Background: an optimization exercise with open tools, aiming at small area. Do not read the settings as production practice.
RTL that was checked went through simulation tests only; none was proved equivalent to the original.
Power and IR drop assume default switching activity.

## run F
==> flow/design.v (excerpt) <==
module decode_dispatch (
  input  logic                   clk,
  input  logic                   rst,
  input  logic                   roll_back,
  input  logic                   if_in_en,
  input  dispatch_pkg::addr_t    if_pc,
  input  dispatch_pkg::instr_t   if_instr,
  input  logic                   jump,
  input  logic                   rs1_busy,
  input  dispatch_pkg::rob_idx_t rs1_dep,
  input  dispatch_pkg::data_t    rs1_val,
  input  logic                   rs2_busy,
  input  dispatch_pkg::rob_idx_t rs2_dep,
  input  dispatch_pkg::data_t    rs2_val,
  input  logic                   cdb_en,
  input  dispatch_pkg::rob_idx_t cdb_rob_idx,
  input  dispatch_pkg::data_t    cdb_val,
  input  dispatch_pkg::rob_idx_t rob_idx_nxt,
  output logic                   stall_reset,
  output dispatch_pkg::addr_t    new_pc,
  output dispatch_pkg::rob_idx_t stall_rob_idx,
  output logic                   rf_en,
  output dispatch_pkg::reg_idx_t rf_dest,
  output dispatch_pkg::rob_idx_t rf_rob_idx,
  output logic                   rs_en,
  output dispatch_pkg::rs_op_t   rs_op_out,
  output dispatch_pkg::data_t    rs_vj,
  output logic                   rs_qj_en,
  output dispatch_pkg::rob_idx_t rs_qj,
  output dispatch_pkg::data_t    rs_vk,
  output logic                   rs_qk_en,
  output dispatch_pkg::rob_idx_t rs_qk,
  output dispatch_pkg::rob_idx_t rs_rob_idx,
  output logic                   rob_en,
  output dispatch_pkg::rob_idx_t rob_idx,
  output logic                   rob_ready,
  output dispatch_pkg::rob_op_t  rob_op,
  output dispatch_pkg::reg_idx_t rob_dest,
  output dispatch_pkg::data_t    rob_val,
  output logic                   rob_jump,
  output dispatch_pkg::addr_t    rob_pc,
  output dispatch_pkg::addr_t    rob_alt_pc
);
clock: 5.0 ns
lec_check: 0
cap_margin: 20
core_margin: 2
core_utilization: 65
place_density: 0.75
slew_margin: 20
standard.sh (not shown) runs the stock make flow with config.mk's settings and CLKGATE_MAP_FILE= SYNTH_SCRIPT=/design/flow/synth_recipe.tcl, a recipe that flattens the netlist after the stock synthesis.
==> flow/flow/run.sh <==
#!/bin/bash
# Standard ORFS layout with two changes: the port buffers use the smallest
# buffer cell, and the clock tree uses few, large sink clusters and no dummy loads.
export BUFFER_PORTS_ARGS="-buffer_cell sky130_fd_sc_hd__buf_1"
export CTS_ARGS="-sink_clustering_enable -repair_clock_nets -dont_use_dummy_load -sink_clustering_size 16 -sink_clustering_max_diameter 60 -buf_list {sky130_fd_sc_hd__clkbuf_4 sky130_fd_sc_hd__clkbuf_8}"
bash standard.sh > standard.log 2>&1
The flow did not stop early for run F: all stages ran, and the layout cleared the timing, DRC and antenna checks.
[inputs] run B vs run F
- CAP_MARGIN: 20 -> 0
- SLEW_MARGIN: 20 -> 0
==> flow/flow/run.sh <==
#!/bin/bash
# Standard ORFS layout with two changes: the port buffers use the smallest
# buffer cell, and the clock tree uses few, large sink clusters and no dummy loads.
export BUFFER_PORTS_ARGS="-buffer_cell sky130_fd_sc_hd__buf_1"
export CTS_ARGS="-sink_clustering_enable -repair_clock_nets -dont_use_dummy_load -sink_clustering_size 16 -sink_clustering_max_diameter 60 -buf_list {sky130_fd_sc_hd__clkbuf_4 sky130_fd_sc_hd__clkbuf_8}"
export RECOVER_POWER=100
bash standard.sh > standard.log 2>&1
## What came out
Going from run F to run B, the post-layout worst setup margin was found to have gone down by 0.15 ns. Looking at total non-filler cell area in the finished layout, run B sits 1.0% lower than run F does. Ran to the end and failed final checks on max-capacitance violations, max-slew violations: run B. Between run B and run F, the difference in required time at the endpoint of the critical path is negligible. Run B: total chip power lower than run F. Detail-routed net length per standard cell across run B and run F: no real change. Run B -> run F: wire length after detailed routing flat.

Another version of the RTL of decode_dispatch (not shown whole).
Size: about 230 flip-flops, about 420 I/O pins, ~11,000 um^2 of cells after synthesis.
export LEC_CHECK = 0
export CAP_MARGIN = 0
export CORE_MARGIN = 2
export CORE_UTILIZATION = 65
export PLACE_DENSITY = 0.75
export SLEW_MARGIN = 0
export SYNTH_HIERARCHICAL = 1
export SYNTH_MINIMUM_KEEP_SIZE = 0
create_clock -name core_clock -period 5.0 [get_ports {clk}]
==> flow/flow/run.sh <==
#!/bin/bash
# Standard ORFS layout with two changes: the port buffers use the smallest
# buffer cell, and the clock tree uses few, large sink clusters and no dummy loads.
export BUFFER_PORTS_ARGS="-buffer_cell sky130_fd_sc_hd__buf_1"
export CTS_ARGS="-sink_clustering_enable -repair_clock_nets -dont_use_dummy_load -sink_clustering_size 18 -sink_clustering_max_diameter 60 -buf_list {sky130_fd_sc_hd__clkbuf_8}"
bash standard.sh > standard.log 2>&1
The first run produced a clean layout.
==> next run, changes <==
==> flow/flow/run.sh (replaced) <==
#!/bin/bash
# Standard ORFS layout with two changes: the port buffers use the smallest
# buffer cell, and the clock tree uses few, large sink clusters and no dummy loads.
export BUFFER_PORTS_ARGS="-buffer_cell sky130_fd_sc_hd__buf_1"
export CTS_ARGS="-sink_clustering_enable -repair_clock_nets -dont_use_dummy_load -sink_clustering_size 35 -sink_clustering_max_diameter 70 -buf_list {sky130_fd_sc_hd__clkbuf_16}"
bash standard.sh > standard.log 2>&1
What happened: Via count came out lower by 0.45%; cell count barely changes; non-clock buffer count is unchanged; synthesized cell count is unchanged; worst setup slack is worse by 0.073 ns.
==> next run, changes <==
==> flow/flow/run.sh (replaced) <==
#!/bin/bash
# Standard ORFS layout with two changes: the port buffers use the smallest
# buffer cell, and the clock tree uses few, large sink clusters and no dummy loads.
export BUFFER_PORTS_ARGS="-buffer_cell sky130_fd_sc_hd__buf_1"
export CTS_ARGS="-sink_clustering_enable -repair_clock_nets -dont_use_dummy_load -sink_clustering_size 16 -sink_clustering_max_diameter 60 -buf_list {sky130_fd_sc_hd__clkbuf_4 sky130_fd_sc_hd__clkbuf_8}"
bash standard.sh > standard.log 2>&1
Outcome: The new run finished with timing, DRC and antenna clean; worst setup slack improved by 0.067 ns; die area stays the same; sequential power barely changes; total power drops by a few percent; synthesized cell count is unchanged.
==> next run, changes <==
==> flow/flow/run.sh (replaced) <==
#!/bin/bash
# The standard ORFS layout (standard.sh, unchanged synthesis) with two
# settings passed through the environment:
#  - the port buffers use the smallest buffer cell (buf_1);
#  - the clock tree clusters up to 18 flip-flops per clkbuf_8 leaf buffer and
#    adds no dummy loads.
# make's output goes to standard.log; each ORFS step writes its own log under
# orfs/logs/.
export BUFFER_PORTS_ARGS="-buffer_cell sky130_fd_sc_hd__buf_1"
export CTS_ARGS="-sink_clustering_enable -repair_clock_nets -dont_use_dummy_load -sink_clustering_size 18 -sink_clustering_max_diameter 60 -buf_list {sky130_fd_sc_hd__clkbuf_8}"
bash standard.sh > standard.log 2>&1
=> First-iteration DRC count grows by about 2.1%; count of clock-buffer cells in the layout shrinks by 2; setup slack is better by 0.0063 ns; wire length shrinks by 0.36%; area after synthesis is unchanged; critical path depth stays the same.
==> next run, changes <==
==> flow/flow/run.sh (replaced) <==
#!/bin/bash
# Standard ORFS layout with two changes: the port buffers use the smallest
# buffer cell, and the clock tree uses few, large sink clusters and no dummy loads.
export BUFFER_PORTS_ARGS="-buffer_cell sky130_fd_sc_hd__buf_1"
export CTS_ARGS="-sink_clustering_enable -repair_clock_nets -dont_use_dummy_load -sink_clustering_size 20 -sink_clustering_max_diameter 60 -buf_list {sky130_fd_sc_hd__clkbuf_8}"
bash standard.sh > standard.log 2>&1
The changed run passed the timing, DRC and antenna checks.
Final area stays the same.
Synthesized area does not change.
Wire length goes up by 0.77%.
Sequential power barely changes.
Hold slack hardly moves.
Fmax shrinks by 0.30%.

job 2051:
decode_dispatch with an RTL version that a note above also has.
For scale: roughly 1400 cells after synthesis, roughly 230 flip-flops, ~13000 um2 of cells after synthesis.
Settings: LEC_CHECK=0, CAP_MARGIN=0, CORE_MARGIN=2, CORE_UTILIZATION=75, PLACE_DENSITY=0.85, SLEW_MARGIN=0; clock period 5.0 ns.
==> flow/flow/run.sh <==
#!/bin/bash
# Standard ORFS layout with two changes: the port buffers use the smallest
# buffer cell, and the clock tree uses few, large sink clusters and no dummy loads.
export BUFFER_PORTS_ARGS="-buffer_cell sky130_fd_sc_hd__buf_1"
export CTS_ARGS="-sink_clustering_enable -repair_clock_nets -dont_use_dummy_load -sink_clustering_size 16 -sink_clustering_max_diameter 60 -buf_list {sky130_fd_sc_hd__clkbuf_4 sky130_fd_sc_hd__clkbuf_8}"
bash standard.sh > standard.log 2>&1
Modified inputs, job 9985 compared to job 2051
Settings: swapping 75 for 65 in CORE_UTILIZATION; putting GPL_TIMING_DRIVEN at 0 where nothing was set; swapping 0.85 for 0.75 in PLACE_DENSITY.
Notes after the runs:
Total placed cells including tap cells, job 2051 and job 9985: smaller value in job 2051
Global-route usage: higher on job 2051
As far as share of the yosys chip area belonging to registers goes, job 2051 and job 9985 are indistinguishable; the numbers are identical.
Of the two values seen for capturing element of the worst setup path, u_dispatch_regs.new_pc[22] was produced by job 2051 and u_dispatch_regs.new_pc[24] by job 9985.
Higher final standard cell utilization of the core among job 2051 and job 9985: job 9985
Status: worst hold slack parity (job 9985, job 2051)
Job 9985 ends up with a instance count on the critical path that is 2 higher than in job 2051.
Job 9985 drops more vias than job 2051.
Job 9985 vs. job 2051: routed wire length picked up an extra 3700 um; die area picked up an extra about 15%; worst setup slack after layout lost 0.39 ns.
Input changes introduced in job 3969 (baseline for comparison: job 9985):
Settings: a deleted GPL_TIMING_DRIVEN that had been 0.
Job 9985 -> job 3969: routed wire length decreased by a few percent
Going from job 9985 to job 3969, shortest period the worst path allows fell 0.31 ns; non-clock buffer instance count of the final layout fell 274; summed area of non-filler cells in the final layout fell 1800 um2.
#### Input delta (job 8661 over job 3969)
==> flow/flow/run.sh <==
#!/bin/bash
# Standard ORFS layout with two changes: the port buffers use the smallest
# buffer cell, and the clock tree uses few, large sink clusters and no dummy loads.
export BUFFER_PORTS_ARGS="-buffer_cell sky130_fd_sc_hd__buf_1"
export CTS_ARGS="-sink_clustering_enable -repair_clock_nets -dont_use_dummy_load -sink_clustering_size 10 -sink_clustering_max_diameter 40 -buf_list {sky130_fd_sc_hd__clkbuf_4}"
bash standard.sh > standard.log 2>&1
Results
- Power density over cell area essentially unchanged between job 3969 and job 8661.
- Job 3969 -> job 8661: post-layout net count increased slightly
- Per the comparison of job 8661 with job 3969, register-to-register slack was more or less identical, actual slew at the worst max-slew pin now smaller, total routed wirelength level.
- Diff job 3969..job 8661 | register fraction of the total cell area | negligible
- Job 8661 ended up with a lower post-route minimum period than job 3969 did.
- In terms of power after layout, job 3969 and job 8661 differ only marginally.
- In the flow results for job 3969 and job 8661, the routed via count divided by cell count is smaller on job 3969.

decode_dispatch, a different RTL version from the one above (not shown whole).
For scale: roughly 230 flip-flops, roughly 420 I/O pins, about 11000 sq um of cells after synthesis.
export LEC_CHECK = 0
export CAP_MARGIN = 20
export CORE_MARGIN = 2
export CORE_UTILIZATION = 40
export CTS_BUF_LIST = sky130_fd_sc_hd__clkbuf_4 sky130_fd_sc_hd__clkbuf_8
export SLEW_MARGIN = 20
export SYNTH_HIERARCHICAL = 1
export SYNTH_MINIMUM_KEEP_SIZE = 0
create_clock -name core_clock -period 5.0 [get_ports {clk}]
==> flow/flow/run.sh <==
#!/bin/bash
# Standard ORFS layout; the port buffers use the smallest buffer cell.
export BUFFER_PORTS_ARGS="-buffer_cell sky130_fd_sc_hd__buf_1"
bash standard.sh > standard.log 2>&1
Next try:
CTS_BUF_LIST = not set   (was sky130_fd_sc_hd__clkbuf_4 sky130_fd_sc_hd__clkbuf_8)
SYNTH_HIERARCHICAL = not set   (was 1)
SYNTH_MINIMUM_KEEP_SIZE = not set   (was 0)
=> Register-to-register slack degrades by 0.12 ns. Cell area went up by 1.8%. Setup slack improves by 0.034 ns. Routed wire length climbs by 7.2%. Total power climbs by 7.0%. Sequential share of layout area went down by 0.56 points. Sequential cell count does not change. Utilization went down by 6.6 points. Area after synthesis rose by 16%. Global-route usage came out lower by 1.5 points. Final cell count is higher by 6.4%.
Function was not checked in any run of this note: the RTL went through the layout flow alone.

Setup of job 4137:
decode_dispatch, a different RTL version from the one above (not shown whole).
Size in the first run: ~420 I/O pins, roughly 13000 um2 of cells after synthesis.
==> flow/config.mk <==
export PLATFORM = sky130hd
export DESIGN_NAME = decode_dispatch
export DESIGN_NICKNAME = decode_dispatch
export VERILOG_FILES = /design/flow/design.v
export SDC_FILE = /design/flow/constraint.sdc
export NUM_CORES = 4
export LEC_CHECK = 0
export CAP_MARGIN = 0
export CORE_MARGIN = 2
export CORE_UTILIZATION = 65
export PLACE_DENSITY = 0.75
export SLEW_MARGIN = 0
==> flow/constraint.sdc <==
create_clock -name core_clock -period 5.0 [get_ports {clk}]
set_input_delay 1.0000 -clock core_clock [delete_from_list [all_inputs] [get_ports {clk}]]
set_output_delay 1.0000 -clock core_clock [all_outputs]
set_load 0.01 [all_outputs]
==> flow/flow/run.sh <==
#!/bin/bash
# Standard ORFS layout with two changes: the port buffers use the smallest
# buffer cell, and the clock tree uses few, large sink clusters and no dummy loads.
export BUFFER_PORTS_ARGS="-buffer_cell sky130_fd_sc_hd__buf_1"
export CTS_ARGS="-sink_clustering_enable -repair_clock_nets -dont_use_dummy_load -sink_clustering_size 16 -sink_clustering_max_diameter 60 -buf_list {sky130_fd_sc_hd__clkbuf_4 sky130_fd_sc_hd__clkbuf_8}"
bash standard.sh > standard.log 2>&1
Per the final summary, job 4137 finished and its layout is clean on timing, DRC and antenna.
## Diff of input files: job 5440 against job 4137
--- a/flow/config.mk
+++ b/flow/config.mk
@@ -11,2 +11,4 @@
 export PLACE_DENSITY = 0.75
 export SLEW_MARGIN = 0
+export SYNTH_HIERARCHICAL = 1
+export SYNTH_MINIMUM_KEEP_SIZE = 0
Relative to job 4137, detailed-route wire length on metal 1 decreased by about 11% in job 5440. Summary of job 5440 over job 4137: area of the core decreased 15%; initial cell density of the core increased 0.24 points; post-detailed-placement half-perimeter wirelength decreased 3.1%; non-clock buffer total of the final layout decreased 6.9%; layout net count decreased 150.
No functional check of the RTL was part of any run of this note.

## v2
Another version of the RTL of decode_dispatch (not shown whole).
For scale: about 990 cells after synthesis, roughly 420 I/O pins.
==> flow/design.v (excerpt) <==
module decode_dispatch (
  input  logic                   clk,
  input  logic                   rst,
  input  logic                   roll_back,
  input  logic                   if_in_en,
  input  dispatch_pkg::addr_t    if_pc,
  input  dispatch_pkg::instr_t   if_instr,
  input  logic                   jump,
  input  logic                   rs1_busy,
  input  dispatch_pkg::rob_idx_t rs1_dep,
  input  dispatch_pkg::data_t    rs1_val,
  input  logic                   rs2_busy,
  input  dispatch_pkg::rob_idx_t rs2_dep,
  input  dispatch_pkg::data_t    rs2_val,
  input  logic                   cdb_en,
  input  dispatch_pkg::rob_idx_t cdb_rob_idx,
  input  dispatch_pkg::data_t    cdb_val,
  input  dispatch_pkg::rob_idx_t rob_idx_nxt,
  output logic                   stall_reset,
  output dispatch_pkg::addr_t    new_pc,
  output dispatch_pkg::rob_idx_t stall_rob_idx,
  output logic                   rf_en,
  output dispatch_pkg::reg_idx_t rf_dest,
  output dispatch_pkg::rob_idx_t rf_rob_idx,
  output logic                   rs_en,
  output dispatch_pkg::rs_op_t   rs_op_out,
  output dispatch_pkg::data_t    rs_vj,
  output logic                   rs_qj_en,
  output dispatch_pkg::rob_idx_t rs_qj,
  output dispatch_pkg::data_t    rs_vk,
  output logic                   rs_qk_en,
  output dispatch_pkg::rob_idx_t rs_qk,
  output dispatch_pkg::rob_idx_t rs_rob_idx,
  output logic                   rob_en,
  output dispatch_pkg::rob_idx_t rob_idx,
  output logic                   rob_ready,
  output dispatch_pkg::rob_op_t  rob_op,
  output dispatch_pkg::reg_idx_t rob_dest,
  output dispatch_pkg::data_t    rob_val,
  output logic                   rob_jump,
  ...
clock: 5.0 ns
lec_check: 0
cap_margin: 0
core_margin: 2
core_utilization: 65
gpl_timing_driven: 0
place_density: 0.75
slew_margin: 0
synth_hierarchical: 1
synth_minimum_keep_size: 0
Scripts as last shown in full above: flow/flow/run.sh
The inputs of v48 differ from those of v2 as listed below.
- a deleted GPL_TIMING_DRIVEN that had been 0
==> flow/flow/run.sh <==
#!/bin/bash
# The standard ORFS layout (standard.sh, unchanged synthesis) with two
# settings passed through the environment:
#  - the port buffers use the smallest buffer cell (buf_1);
#  - the clock tree clusters up to 18 flip-flops per clkbuf_8 leaf buffer and
#    adds no dummy loads.
# make's output goes to standard.log; each ORFS step writes its own log under
# orfs/logs/.
export BUFFER_PORTS_ARGS="-buffer_cell sky130_fd_sc_hd__buf_1"
export CTS_ARGS="-sink_clustering_enable -repair_clock_nets -dont_use_dummy_load -sink_clustering_size 18 -sink_clustering_max_diameter 60 -buf_list {sky130_fd_sc_hd__clkbuf_8}"
bash standard.sh > standard.log 2>&1
[summary]
- No run among v2 and v48 stopped early or left any final violation; all are clean.
- Diff v2 -> v48: final worst-path cycle share shows a reduction of 6.6 points; core utilization of the finished layout shows a reduction of 0.40 points; net switching power figure has decreased; fraction of area in registers has increased.
- Wire length of the first global-routing pass: v48 < v2
- Measured against each other, v2 and v48 differ in highest fanout seen on the critical path, the higher figure coming from v2.
- Of the two candidates, v2 has the worse total chip power and v48 the better one.
- Looking only at fraction of power consumed by the clock network, and setting everything else aside, the lower value of v2 and v48 goes to v48.
- Run comparison: v2 critical path launch point rs1_busy; v48 critical path launch point if_instr[6]
- Against v2, final HPWL from detailed placement in v48 rose slightly.
- The power per unit of standard cell area on v48 is in line with that on v2.
- When v48 is set beside v2, its global-route track usage on met1 turns out to be 0.65 points smaller.
[inputs] v1 vs v48
- swapping 0.75 for 0.7 in PLACE_DENSITY
- swapping 65 for 55 in CORE_UTILIZATION
==> flow/flow/run.sh <==
#!/bin/bash
# Standard ORFS layout with two changes: the port buffers use the smallest
# buffer cell, and the clock tree uses few, large sink clusters and no dummy loads.
export BUFFER_PORTS_ARGS="-buffer_cell sky130_fd_sc_hd__buf_1"
export CTS_ARGS="-sink_clustering_enable -repair_clock_nets -dont_use_dummy_load -sink_clustering_size 16 -sink_clustering_max_diameter 60 -buf_list {sky130_fd_sc_hd__clkbuf_4 sky130_fd_sc_hd__clkbuf_8}"
bash standard.sh > standard.log 2>&1
Notes after the runs:
Compared to v48, v1 reaches a higher achievable clock.
Master of the slowest instance on the critical path = sky130_fd_sc_hd__fa_2: v1; master of the slowest instance on the critical path = sky130_fd_sc_hd__or3_1: v48
Worst setup slack up 0.029 ns in v1 wrt v48
v1 vs. v48: minimum period implied by the final worst setup slack down 0.029 ns, number of well taps now sits higher, number of clock buffers inserted by TritonCTS shows an increase of 2, global-route wire length before repair went down by about 2%.
v1 against v48: number of non-filler instances in the completed layout moved up, area of the mapped netlist level.
In the flow results for v48 and v1, the clock network power share is larger on v1.
v1 — total core area 18% higher, v48 as reference
> inputs changed (v1 -> v13)
- a change of PLACE_DENSITY from 0.7 to 0.75
- an added SETUP_SLACK_MARGIN of -0.3
- a change of CORE_UTILIZATION from 55 to 65
Notes after the runs:
- v13 finished every step from synthesis to the final layout, and the layout passed the timing, DRC and antenna checks.
- [compare] base=v1 new=v13: detailed-route wire length decreased by about 1.6% relative to the old numbers; worst setup slack decreased 0.25 ns; global-route track usage on met1 rose 4.6 points; switching portion of total power lost 0.22 points; wire length the detailed router placed on met1 dropped 13%.
- On hold slack, v1 loses to v13.
Input changes introduced in v34 (baseline for comparison: v13):
- clearing SETUP_SLACK_MARGIN, which used to be -0.3
[summary]
Sequential share of layout area across v13 and v34: no real change.
From v13 to v34 the numbers moved as follows: total net switching power essentially unchanged; share of total power consumed by net switching about even; post-route non-filler standard cell count held; number of hold-slack violations in the final timing report held; area fraction of clock buffers and clock inverters stayed essentially flat.
v34 -> v13: synthesized cell count delta 0, exact match
No run of this note included a check of the RTL's function; only the layout flow was run.

## static timing again, ports no longer ideal
The results above use ideal ports. As a check the final layouts listed here were re-extracted and re-timed, cells and wires unchanged.
Step 1: set_driving_cell puts a clkbuf_16 on clk and a buf_2 on each other input, an assumption about the parent block.
Step 2 adds t to the input delays and takes it off the output delays; t is the mean of the earliest and latest rising clock arrival at the registers after step 1. Input paths then give back, and output paths get back, about the clock's delay inside the block.
a / b / c = no drivers / after step 1 / after step 2; a / b = the first two.
run	shift t [ns]	setup WS [ns]	worst setup path at the end
run F	0.567	0.520 / 0.544 / -0.023	input to register
run B	0.570	0.371 / 0.384 / -0.186	input to register
the first run of note 2	0.558	0.453 / 0.467 / -0.091	input to register
the second run of note 2	0.514	0.379 / 0.397 / -0.117	input to register
the third run of note 2	0.556	0.446 / 0.462 / -0.095	input to register
the fourth run of note 2	0.558	0.453 / 0.467 / -0.091	input to register
the fifth run of note 2	0.548	0.439 / 0.453 / -0.095	input to register
job 2051	0.560	0.583 / 0.596 / 0.036	input to register
job 9985	0.570	0.191 / 0.212 / -0.357	input to register
job 3969	0.572	0.505 / 0.528 / -0.044	input to register
job 8661	0.653	0.571 / 0.593 / -0.060	input to register
the first run of note 4	0.591	0.715 / 0.740 / 0.149	input to register
the second run of note 4	0.607	0.749 / 0.782 / 0.174	input to register
job 4137	0.566	0.498 / 0.522 / -0.044	input to register
job 5440	0.561	0.822 / 0.804 / 0.243	input to register
v2	0.564	0.105 / 0.085 / -0.478	input to register
v48	0.560	0.437 / 0.427 / -0.134	input to register
v1	0.565	0.465 / 0.488 / -0.077	input to register
v13	0.556	0.218 / 0.230 / -0.327	input to register
v34	0.550	0.417 / 0.416 / -0.135	input to register
The setup slack of job 8661, which loses most, moves by +0.022 ns with the drivers and by -0.631 ns with both steps.
